Context: an optimization exercise on an open-source flow, tuned for small area, a short achievable clock period and few clock cycles. The choices shown serve that exercise and are no tape-out recipe.
Function not checked in this run: the RTL went through the layout flow alone.
Power is estimated from default activity; no workload was simulated.

==> flow/design.v <==
package msp_pkg;
  localparam int DATA_W    = 32;
  localparam int CFG_W     = 5;
  localparam int CFG_IDX_W = 1;
  localparam int COUNT_W   = 10;
  localparam int CFG_MAX   = 31;
  typedef enum logic [CFG_IDX_W-1:0] {
    REG_ROW_COUNT = 1'b0,
    REG_COL_COUNT = 1'b1
  } msp_reg_e;
  typedef enum logic [2:0] {
    ST_LOAD,
    ST_FETCH,
    ST_CMP,
    ST_DRAIN,
    ST_ACC,
    ST_EMIT
  } msp_state_e;
  typedef struct packed {
    logic load;
    logic start;
    logic fetch;
    logic compare;
    logic accum;
    logic emit;
  } msp_cmd_t;
  typedef struct packed {
    logic load_last;
    logic cmp_last;
    logic elem_last;
  } msp_status_t;
endpackage
module msp_cmp (
  input  logic [31:0] a_i,
  input  logic [31:0] b_i,
  output logic        gt_o,    
  output logic        eq_o     
);
  logic [31:0] a, b;
  logic [31:0] g0, l0;
  logic [15:0] g1, l1;
  logic [7:0]  g2, l2;
  logic [3:0]  g3, l3;
  logic [1:0]  g4, l4;
  logic        g5, l5;
  assign a = {~a_i[31], a_i[30:0]};
  assign b = {~b_i[31], b_i[30:0]};
  assign g0 = a & ~b;
  assign l0 = ~a & b;
  for (genvar i = 0; i < 16; i++) begin : g_l1
    assign g1[i] = g0[2*i+1] | (~l0[2*i+1] & g0[2*i]);
    assign l1[i] = l0[2*i+1] | (~g0[2*i+1] & l0[2*i]);
  end
  for (genvar i = 0; i < 8; i++) begin : g_l2
    assign g2[i] = g1[2*i+1] | (~l1[2*i+1] & g1[2*i]);
    assign l2[i] = l1[2*i+1] | (~g1[2*i+1] & l1[2*i]);
  end
  for (genvar i = 0; i < 4; i++) begin : g_l3
    assign g3[i] = g2[2*i+1] | (~l2[2*i+1] & g2[2*i]);
    assign l3[i] = l2[2*i+1] | (~g2[2*i+1] & l2[2*i]);
  end
  for (genvar i = 0; i < 2; i++) begin : g_l4
    assign g4[i] = g3[2*i+1] | (~l3[2*i+1] & g3[2*i]);
    assign l4[i] = l3[2*i+1] | (~g3[2*i+1] & l3[2*i]);
  end
  assign g5 = g4[1] | (~l4[1] & g4[0]);
  assign l5 = l4[1] | (~g4[1] & l4[0]);
  assign gt_o = g5;
  assign eq_o = ~g5 & ~l5;
endmodule
module matrix_saddle_point_count #(
  parameter int MAX_ROWS = 16,
  parameter int MAX_COLS = 16
) (
  input  logic                              clk_i,
  input  logic                              rst_ni,
  input  logic                              elem_valid_i,
  output logic                              elem_ready_o,
  input  logic signed [msp_pkg::DATA_W-1:0] elem_value_i,
  output logic                              count_valid_o,
  input  logic                              count_ready_i,
  output logic [msp_pkg::COUNT_W-1:0]       count_o,
  input  logic                              cfg_we_i,
  input  logic [msp_pkg::CFG_IDX_W-1:0]     cfg_idx_i,
  input  logic [msp_pkg::CFG_W-1:0]         cfg_data_i
);
  localparam int DW = msp_pkg::DATA_W;
  typedef logic signed [DW-1:0] data_t;
  logic [3:0] rows_m1, cols_m1;    
  logic [3:0] ring_m1_q;           
  logic [3:0] ring_m1_d;
  function automatic logic [3:0] eff_m1(input logic [4:0] v);
    logic [4:0] t;
    t = v - 5'd1;
    if (v == 5'd0)       eff_m1 = 4'd0;
    else if (v > 5'd16)  eff_m1 = 4'd15;
    else                 eff_m1 = t[3:0];
  endfunction
  assign ring_m1_d = cols_m1 | 4'd1;
  function automatic logic [3:0] inc_ring(input logic [3:0] v, input logic [3:0] m1);
    inc_ring = (v == m1) ? 4'd0 : v + 4'd1;
  endfunction
  logic       ready_q;
  logic       ld_first_q;       
  logic [3:0] ld_col_q;         
  logic [3:0] ld_row_q;         
  logic       ld_lastcol_q;     
  logic       ld_lastrow_q;     
  logic [3:0] ring_col_q;       
  logic       acc;
  data_t      x_q;
  logic       x_v_q, x_row0_q, x_last_q;
  logic       count_valid_q;
  logic [1:0] count_q;
  assign acc = elem_valid_i & ready_q;
  data_t h_min_q, h_max_q;
  data_t t_min_q, t_max_q;
  data_t s8_min_q [8];
  data_t s8_max_q [8];
  data_t s4_min_q [4];
  data_t s4_max_q [4];
  data_t s2_min_q [2];
  data_t s2_max_q [2];
  data_t m8_min, m8_max, m4_min, m4_max, m2_min, m2_max;
  logic  use8_q, use4_q, use2_q;
  logic  use8, use4, use2;
  assign use8 = cols_m1[3];
  assign use4 = cols_m1[2];
  assign use2 = cols_m1[1];
  assign m8_min = use8_q ? s8_min_q[7] : t_min_q;
  assign m8_max = use8_q ? s8_max_q[7] : t_max_q;
  assign m4_min = use4_q ? s4_min_q[3] : m8_min;
  assign m4_max = use4_q ? s4_max_q[3] : m8_max;
  assign m2_min = use2_q ? s2_min_q[1] : m4_min;
  assign m2_max = use2_q ? s2_max_q[1] : m4_max;
  logic       lt_min, eq_min, gt_max, eq_max;
  logic       gt_rmax, eq_rmax, lt_rmin, eq_rmin;
  logic       take_min, take_max;
  data_t      rmax_q, rmin_q;
  logic [3:0] rmax_idx_q, rmin_idx_q;
  logic       rmax_ok_q, rmin_ok_q;       
  logic [3:0] c1_idx_q, c2_idx_q;
  logic       c1_ok_q, c2_ok_q;
  logic       x_c0, x_lastcol;
  logic       up_rmax, up_rmin;
  logic       rmax_ok_d, rmin_ok_d;
  logic [3:0] rmax_idx_d, rmin_idx_d;
  logic       hit1, hit2;
  logic       c1_ok_d, c2_ok_d;
  msp_cmp u_cmp_min  (.a_i(h_min_q), .b_i(x_q), .gt_o(lt_min),  .eq_o(eq_min));
  msp_cmp u_cmp_max  (.a_i(x_q), .b_i(h_max_q), .gt_o(gt_max),  .eq_o(eq_max));
  msp_cmp u_cmp_rmax (.a_i(x_q), .b_i(rmax_q),  .gt_o(gt_rmax), .eq_o(eq_rmax));
  msp_cmp u_cmp_rmin (.a_i(rmin_q), .b_i(x_q),  .gt_o(lt_rmin), .eq_o(eq_rmin));
  assign x_c0      = (ring_col_q == 4'd0);
  assign x_lastcol = (ring_col_q == cols_m1);
  assign take_min = x_v_q & (x_row0_q | lt_min);
  assign take_max = x_v_q & (x_row0_q | gt_max);
  assign up_rmax = x_c0 | gt_rmax;
  assign up_rmin = x_c0 | lt_rmin;
  always_comb begin
    if (up_rmax) begin
      rmax_ok_d  = x_row0_q | lt_min;
      rmax_idx_d = ring_col_q;
    end else begin
      rmax_ok_d  = rmax_ok_q & ~eq_rmax;
      rmax_idx_d = rmax_idx_q;
    end
    if (up_rmin) begin
      rmin_ok_d  = x_row0_q | gt_max;
      rmin_idx_d = ring_col_q;
    end else begin
      rmin_ok_d  = rmin_ok_q & ~eq_rmin;
      rmin_idx_d = rmin_idx_q;
    end
  end
  assign hit1 = (ring_col_q == c1_idx_q) & (lt_min | eq_min);
  assign hit2 = (ring_col_q == c2_idx_q) & (gt_max | eq_max);
  assign c1_ok_d = x_lastcol ? (rmax_ok_d | (~x_row0_q & c1_ok_q & ~hit1)) : (c1_ok_q & ~hit1);
  assign c2_ok_d = x_lastcol ? (rmin_ok_d | (~x_row0_q & c2_ok_q & ~hit2)) : (c2_ok_q & ~hit2);
  always_ff @(posedge clk_i) begin
    x_q <= elem_value_i;
    h_min_q <= m2_min;
    h_max_q <= m2_max;
    t_min_q <= take_min ? x_q : h_min_q;
    t_max_q <= take_max ? x_q : h_max_q;
    s8_min_q[0] <= t_min_q;
    s8_max_q[0] <= t_max_q;
    for (int k = 1; k < 8; k++) begin
      s8_min_q[k] <= s8_min_q[k-1];
      s8_max_q[k] <= s8_max_q[k-1];
    end
    s4_min_q[0] <= m8_min;
    s4_max_q[0] <= m8_max;
    for (int k = 1; k < 4; k++) begin
      s4_min_q[k] <= s4_min_q[k-1];
      s4_max_q[k] <= s4_max_q[k-1];
    end
    s2_min_q[0] <= m4_min;
    s2_max_q[0] <= m4_max;
    s2_min_q[1] <= s2_min_q[0];
    s2_max_q[1] <= s2_max_q[0];
    if (x_v_q) begin
      if (up_rmax) rmax_q <= x_q;
      if (up_rmin) rmin_q <= x_q;
      rmax_idx_q <= rmax_idx_d;
      rmin_idx_q <= rmin_idx_d;
      rmax_ok_q  <= rmax_ok_d;
      rmin_ok_q  <= rmin_ok_d;
      c1_ok_q    <= c1_ok_d;
      c2_ok_q    <= c2_ok_d;
      if (x_lastcol) begin
        if (rmax_ok_d) c1_idx_q <= rmax_idx_d;
        if (rmin_ok_d) c2_idx_q <= rmin_idx_d;
      end
    end
  end
  logic [3:0] rows_m1_d, cols_m1_d;
  logic       ld_first_d, ld_lastcol_d, ld_lastrow_d;
  logic [3:0] ld_col_d, ld_row_d, ring_col_d;
  logic       count_valid_d, ready_d;
  logic       done;
  assign done = x_v_q & x_last_q;
  logic       cv_next;
  logic       ready_cfg, ready_acc, ready_hold;
  logic [3:0] ring_col_p2, ld_col_p1;
  logic       cfg_last, acc_last, acc_match;
  assign cv_next     = done | (count_valid_q & ~count_ready_i);
  assign ring_col_p2 = inc_ring(inc_ring(ring_col_q, ring_m1_q), ring_m1_q);
  assign ld_col_p1   = ld_lastcol_q ? 4'd0 : ld_col_q + 4'd1;
  assign cfg_last    = (cfg_data_i[4:1] == 4'd0)
                       & (cfg_idx_i ? (rows_m1 == 4'd0) : (cols_m1 == 4'd0));
  assign ready_cfg   = ~(cfg_last & cv_next);
  assign acc_last    = ld_lastcol_q ? ((cols_m1 == 4'd0) & (ld_lastrow_q ? (rows_m1 == 4'd0)
                                                                           : (ld_row_q + 4'd1 == rows_m1)))
                                    : ((ld_col_q + 4'd1 == cols_m1) & ld_lastrow_q);
  assign acc_match   = ld_first_q ? (ld_col_p1 == 4'd1) : (ring_col_p2 == ld_col_p1);
  assign ready_acc   = ((ld_lastcol_q & ld_lastrow_q) | acc_match)
                       & ~(acc_last & (cv_next | (ld_lastcol_q & ld_lastrow_q)));
  assign ready_hold  = (ld_first_q | (ring_col_p2 == ld_col_q))
                       & ~(ld_lastcol_q & ld_lastrow_q & cv_next);
  always_comb begin
    rows_m1_d    = rows_m1;
    cols_m1_d    = cols_m1;
    ld_first_d   = ld_first_q;
    ld_col_d     = ld_col_q;
    ld_row_d     = ld_row_q;
    ld_lastcol_d = ld_lastcol_q;
    ld_lastrow_d = ld_lastrow_q;
    ring_col_d   = (acc & ld_first_q) ? 4'd0 : inc_ring(ring_col_q, ring_m1_q);
    if (cfg_we_i) begin
      if (cfg_idx_i == 1'b0) rows_m1_d = eff_m1(cfg_data_i);
      else                   cols_m1_d = eff_m1(cfg_data_i);
      ld_first_d   = 1'b1;
      ld_col_d     = 4'd0;
      ld_row_d     = 4'd0;
      ld_lastcol_d = cfg_idx_i ? (cfg_data_i[4:1] == 4'd0) : (cols_m1 == 4'd0);
      ld_lastrow_d = cfg_idx_i ? (rows_m1 == 4'd0) : (cfg_data_i[4:1] == 4'd0);
    end else if (acc) begin
      ld_first_d = ld_lastcol_q & ld_lastrow_q;
      if (ld_lastcol_q) begin
        ld_col_d     = 4'd0;
        ld_lastcol_d = (cols_m1 == 4'd0);
        if (ld_lastrow_q) begin
          ld_row_d     = 4'd0;
          ld_lastrow_d = (rows_m1 == 4'd0);
        end else begin
          ld_row_d     = ld_row_q + 4'd1;
          ld_lastrow_d = (ld_row_q + 4'd1 == rows_m1);
        end
      end else begin
        ld_col_d     = ld_col_q + 4'd1;
        ld_lastcol_d = (ld_col_q + 4'd1 == cols_m1);
      end
    end
    count_valid_d = done | (count_valid_q & ~count_ready_i);
    ready_d = cfg_we_i ? ready_cfg : (acc ? ready_acc : ready_hold);
  end
  always_ff @(posedge clk_i or negedge rst_ni) begin
    if (!rst_ni) begin
      rows_m1       <= 4'd3;
      cols_m1       <= 4'd3;
      ring_m1_q     <= 4'd3;
      use8_q        <= 1'b0;
      use4_q        <= 1'b0;
      use2_q        <= 1'b1;
      ld_first_q    <= 1'b1;
      ld_col_q      <= 4'd0;
      ld_row_q      <= 4'd0;
      ld_lastcol_q  <= 1'b0;
      ld_lastrow_q  <= 1'b0;
      ring_col_q    <= 4'd0;
      ready_q       <= 1'b0;
      x_v_q         <= 1'b0;
      x_row0_q      <= 1'b0;
      x_last_q      <= 1'b0;
      count_valid_q <= 1'b0;
      count_q       <= 2'd0;
    end else begin
      rows_m1       <= rows_m1_d;
      cols_m1       <= cols_m1_d;
      ring_m1_q     <= ring_m1_d;
      use8_q        <= use8;
      use4_q        <= use4;
      use2_q        <= use2;
      ld_first_q    <= ld_first_d;
      ld_col_q      <= ld_col_d;
      ld_row_q      <= ld_row_d;
      ld_lastcol_q  <= ld_lastcol_d;
      ld_lastrow_q  <= ld_lastrow_d;
      ring_col_q    <= ring_col_d;
      ready_q       <= ready_d;
      x_v_q         <= acc;
      x_row0_q      <= (ld_row_q == 4'd0);
      x_last_q      <= ld_lastcol_q & ld_lastrow_q;
      count_valid_q <= count_valid_d;
      if (done) count_q <= {c1_ok_d & c2_ok_d, c1_ok_d ^ c2_ok_d};
    end
  end
  assign elem_ready_o  = ready_q;
  assign count_valid_o = count_valid_q;
  assign count_o       = {{(msp_pkg::COUNT_W-2){1'b0}}, count_q};
endmodule
==> flow/flow/run.sh <==
#!/bin/bash
# Standard layout, with timing repair aimed below the clock period: the repair steps
# work towards a setup slack of SETUP_SLACK_MARGIN ns at the design's clock period.
set -euo pipefail
bash standard.sh SETUP_SLACK_MARGIN=5.3 RECOVER_POWER=100 finish > standard_flow.log 2>&1
==> flow/standard.sh <==
#!/bin/bash
# synth_recipe.tcl (not shown) runs the flow's synth.tcl, then flattens the netlist and writes it again
# the make line also repeats each setting of config.mk as NAME=value (left out here)
make -C /OpenROAD-flow-scripts/flow DESIGN_CONFIG=/design/flow/config.mk WORK_HOME=/design/flow/orfs CLKGATE_MAP_FILE= SYNTH_SCRIPT=/design/flow/synth_recipe.tcl "${@:-finish}"
==> flow/config.mk <==
export PLATFORM = sky130hd
export DESIGN_NAME = matrix_saddle_point_count
export DESIGN_NICKNAME = matrix_saddle_point_count
export VERILOG_FILES = /design/flow/design.v
export SDC_FILE = /design/flow/constraint.sdc
export NUM_CORES = 4
export LEC_CHECK = 0
export ABC_AREA = 1
export CAP_MARGIN = 20
export CORE_MARGIN = 2
export CORE_UTILIZATION = 65
export CTS_BUF_LIST = sky130_fd_sc_hd__clkbuf_4 sky130_fd_sc_hd__clkbuf_8
export CTS_CLUSTER_DIAMETER = 50
export CTS_CLUSTER_SIZE = 16
export PLACE_DENSITY = 0.75
export SLEW_MARGIN = 20
export SYNTH_MEMORY_MAX_BITS = 16384
==> flow/constraint.sdc <==
create_clock -name core_clock -period 8.0 [get_ports {clk_i}]
set_input_delay 1.6000 -clock core_clock [delete_from_list [all_inputs] [get_ports {clk_i}]]
set_output_delay 1.6000 -clock core_clock [all_outputs]
set_load 0.01 [all_outputs]
==> summary.txt <==
Power
  • Pwr Total: 12900 uW
  • Peak VDD IR: 0.256 mV
  • Pleak: 0.0152 uW
  • Pwr dens: 370 mW/mm^2

Synth
  • Cell count after synthesis: 2786
  • Register bit total from synthesis: 1173
  • Post-synthesis compound-gate area fraction: 6.12%
  • EDFF count, synth: 84
  • Main combinational cell family by area after synthesis: simple AND/OR/NAND/NOR gates
  • Mapped Area: 0.0317 mm^2
  • Synth Area in Simple Gates: 12.8%
  • Synth Flop Type: dfxtp_1
  • Ys async rst share: 2.81%
  • Most frequent cells after synthesis: dfxtp_1, nand2_1, nor2_1, inv_1, o21ai_0
  • Synth Area in Adders: 0.315%
  • Multiplexer share of the synthesized area: 0.0710%
  • Most common cell in the netlist: dfxtp_1
  • Post-synth top area share: 66.6%
  • Synth top area cells: dfxtp_1, nand2_1, edfxtp_1, dfrtp_1, nor2_1
  • Ys Warns: 7
  • Area leader, netlist: dfxtp_1
  • Synth Area in XOR/XNOR: 0.773%
  • Syn Area/Cell: 11.4 um^2
  • Seq/Total Area, Yosys: 77.2%
  • Cell variety after synth: 45

Detailed routing
  • Vias/cell: 5.23
  • Routed WL per cell: 16.7 um
  • Initial DRC Count: 1395
  • Pre-Repair DR Iteration Count: 7
  • Final ANT Viol Nets: 0
  • DRC viols: 0
  • Via count: 18600
  • Overall routed net length: 59200 um

STA
  • Worst slew pin tran: 2.43 ns
  • Final setup TNS: 0 ns
  • Hold violation total from the final report: 0
  • Final Critical Period: 5.18 ns
  • # setup viols final: 0
  • Setup slack after layout: 2.82 ns
  • Max Clk Rate: 193 MHz
  • Slew HR: -61.8%
  • Setup Skew: 0.0233 ns
  • Max-slew violation count: 268
  • RSZ-0062 raised after global routing: true
  • Final period utilization: 64.7%

Critical path
  • WP data required: 8.58 ns
  • Critical Path, Cell by Cell: clkbuf_1, clkinvlp_2, clkbuf_1, nand2_1, nand2_1, nor2_1, nand2_1, nand2_1, nand2_1, nand2_1, nor2_1, nand2_1, nand2_1, o21ai_0, nor2_1, nand2_1, nand2_1, nand2_1, nand2_1, nand2_1, nand2_1
  • Worst reg2reg path startpoint: ring_m1_q[3]$_DFF_PN0_
  • CP startpoint kind: register
  • Largest stage delay, worst path: 1.16 ns
  • Crit path launch: ring_m1_q[3]$_DFF_PN0_
  • Crit path buf inv count: 3
  • Crit. End Element: register
  • Cell family with most CP delay: buffers and inverters
  • CP arrival: 5.76 ns
  • WS Path Type: reg -> reg
  • CP max FO: 17
  • Slowest cell on crit path: clkbuf_1
  • Cell mode on critical path: nand2_1

Global route
  • Met1 usage: 30.3%
  • Grt met3 use: 4.30%
  • Largest net degree at the start of global routing: 91
  • Number of global-route vias before repair: 18200
  • GR peak layer: met2
  • Initial antenna violation count: 1
  • Grt ovf: 0
  • Overall Global Routing Usage: 22.2%
  • Global-route wire length before repair: 89200 um
  • GR met2 Demand/Resource: 35.4%

Floorplanning
  • Full die area: 0.0506 mm^2
  • I/O pin count: 55
  • Die height: 225 um
  • Core Footprint: 0.0479 mm^2
  • Chip Width: 225 um
  • Site Rows: 80
  • Starting Density: 66.2%

Clock network
  • CTS tree: yes
  • CTS H-tree depth: 3
  • CTS max path bufs: 3
  • Clock Latency Late Sink: 0.70 ns
  • Clock slew at reported path FFs: 0.10 ns
  • Root Buffer: clkbuf_8
  • Clock sink total: 1173
  • Total CTS buffers: 87

Final layout
  • Final Cell Area: 0.0348 mm^2
  • Antenna cell count: 0
  • Final layout net count: 2952
  • Multi-input logic area: 0.00667 mm^2
  • Reg area: 0.0245 mm^2
  • Share of post-route cells with drive strength above 1: 9.06%
  • Area Overhead vs Synth: 9.69%
  • Filler instances: 3210

Placement
  • Port-buffer cells: 46
  • RD Place Congestion: 0.834
  • Dpl cell area: 0.0327 mm^2
  • Place WS: 4.58 ns
  • Post-DP HPWL: 33300 um

Worst hold path
  • Hold Startpoint: s8_max_q[1][29]$_DFF_P_
  • Worst min-delay path class: reg -> reg

Outcome
  • Status: failed layout checks
  • Layout check faults: max-capacitance violations, max-slew violations

Job
  • Maxcap violations: 8
==> final timing paths <==
check                                           end  slack, ns  cells past startpoint
min in group asynchronous  ld_lastcol_q$_DFFE_PN0P_       1.89                      2
min                         s8_max_q[2][29]$_DFF_P_       0.32                      0
min reg2reg                 s8_max_q[2][29]$_DFF_P_       0.32                      0
max                               ready_q$_DFF_PN0_       2.82                     21
max in group asynchronous   ring_col_q[0]$_DFF_PN0_       4.98                      2
max reg2reg                       ready_q$_DFF_PN0_       2.82                     21
==> cell usage in the layout (no fill, tap or decap), types with 4 or more instances in the layout <==
cell type,synthesis,routed
a21oi_1,50,41
a21oi_2,0,11
a31o_2,6,6
a31oi_1,97,85
a31oi_2,0,10
buf_4,13,13
clkbuf_1,36,17
clkbuf_16,0,4
clkbuf_4,0,22
clkbuf_8,0,93
clkdlybuf4s50_1,0,5
clkinv_4,0,6
conb_1,1,8
dfrtp_1,27,25
dfstp_2,6,5
dfxtp_1,1056,1054
dlygate4sd3_1,0,37
edfxtp_1,84,84
ha_1,8,7
inv_1,120,107
inv_2,10,15
inv_4,0,8
nand2_1,762,757
nand2_2,2,9
nand3_1,31,32
nor2_1,179,163
nor2_2,0,14
nor2_4,0,4
nor3_1,33,30
nor4_1,6,5
o211ai_1,8,8
o21a_1,15,15
o21ai_0,101,125
o21ai_1,28,4
o22ai_1,11,11
o31ai_1,7,5
or2_2,10,10
xnor2_1,6,5
xor2_1,22,22
==> cell type report <==
cell class              instances  share of cell area (%)
inverters                     138                    1.60
clock inverters                14                   0.410
repair buffers                 84                    2.20
multi-input cells            1417                    19.2
flip-flops and latches       1173                    70.4
clock buffers                 109                    4.02
well taps                     615                    2.21
==> where the power goes <==
part	total [uW]	internal, uW	switching, uW
Clock	2910	1180	1720
Sequential	8340	7720	628
Combinational	1630	569	1060
==> repair_timing <==
item,CTS,global route
pin swaps,6,35
buffers inserted,7,19
endpoints found under the setup margin,143,97
gates resized for setup,54,149
hold buffers,0,0
cloned,2,6
==> through the flow <==
| step | util [%] | instances | hold slack (ns) |
|---|---|---|---|
| final | 72.6 | 3550 | 0.321 |
| after global routing | 72.6 | 3550 | 0.326 |
| after CTS | 71.8 | 3525 | 0.326 |
| after detailed placement | 68.2 | 3393 | 0.312 |
| after global placement | 68.2 | 3393 | 0.310 |
| after floorplan | - | 2793 | 0.310 |
==> layer usage <==
metal	wire length [um]	up-vias
met1	26800	8827
met3	3240	126
met4	1820	0
met5	0	-
li1	-	9144
met2	27300	465
==> cells by family (layout without fill, tap and decap cells) <==
kind of cell               Yosys count  count (layout)
other                                1               8
and+or+nand+nor                   1037            1039
muxes                                2               2
xor gates and xnor gates            28              28
adders and majority gates            8               8
buffers and inverters              205             345
AOI/OAI and AO/OA                  332             332
DFF                               1173            1173
==> state kept, by name (all words and copies together) (netlist names), 32 cells and up <==
signal	count
s8_min_q	256
t_min_q	32
s2_min_q	64
s2_max_q	64
x_q	32
h_min_q	32
s4_min_q	128
rmax_q	32
s8_max_q	256
t_max_q	32
s4_max_q	128
h_max_q	32
rmin_q	32

## static timing again, ports no longer ideal
How much do the figures lean on ideal ports? The routed layout below was timed once more, with nothing changed but the port constraints. Step 1: set_driving_cell puts a clkbuf_16 on clk_i and a buf_2 on each other input, an assumption about the parent block. Step 2 moves the port delays by t, midway between the first and last clock arrival at a register: inputs arrive t later, outputs are due t later. That takes back most of the time a late clock gives input paths. Slacks: ideal / step 1 / step 2; pairs: ideal / step 1.
t, ns: 0.742
slack for setup (ns): 2.824 / 2.824 / 2.824
hold WS [ns]: 0.321 / 0.321 / 0.321
clock arrival spread, ns: 0.028 / 0.028
worst register clock-pin slew, ns: 0.10 / 0.10
The setup slack of this run moves by 0.000 ns with the drivers and by 0.000 ns with both steps.
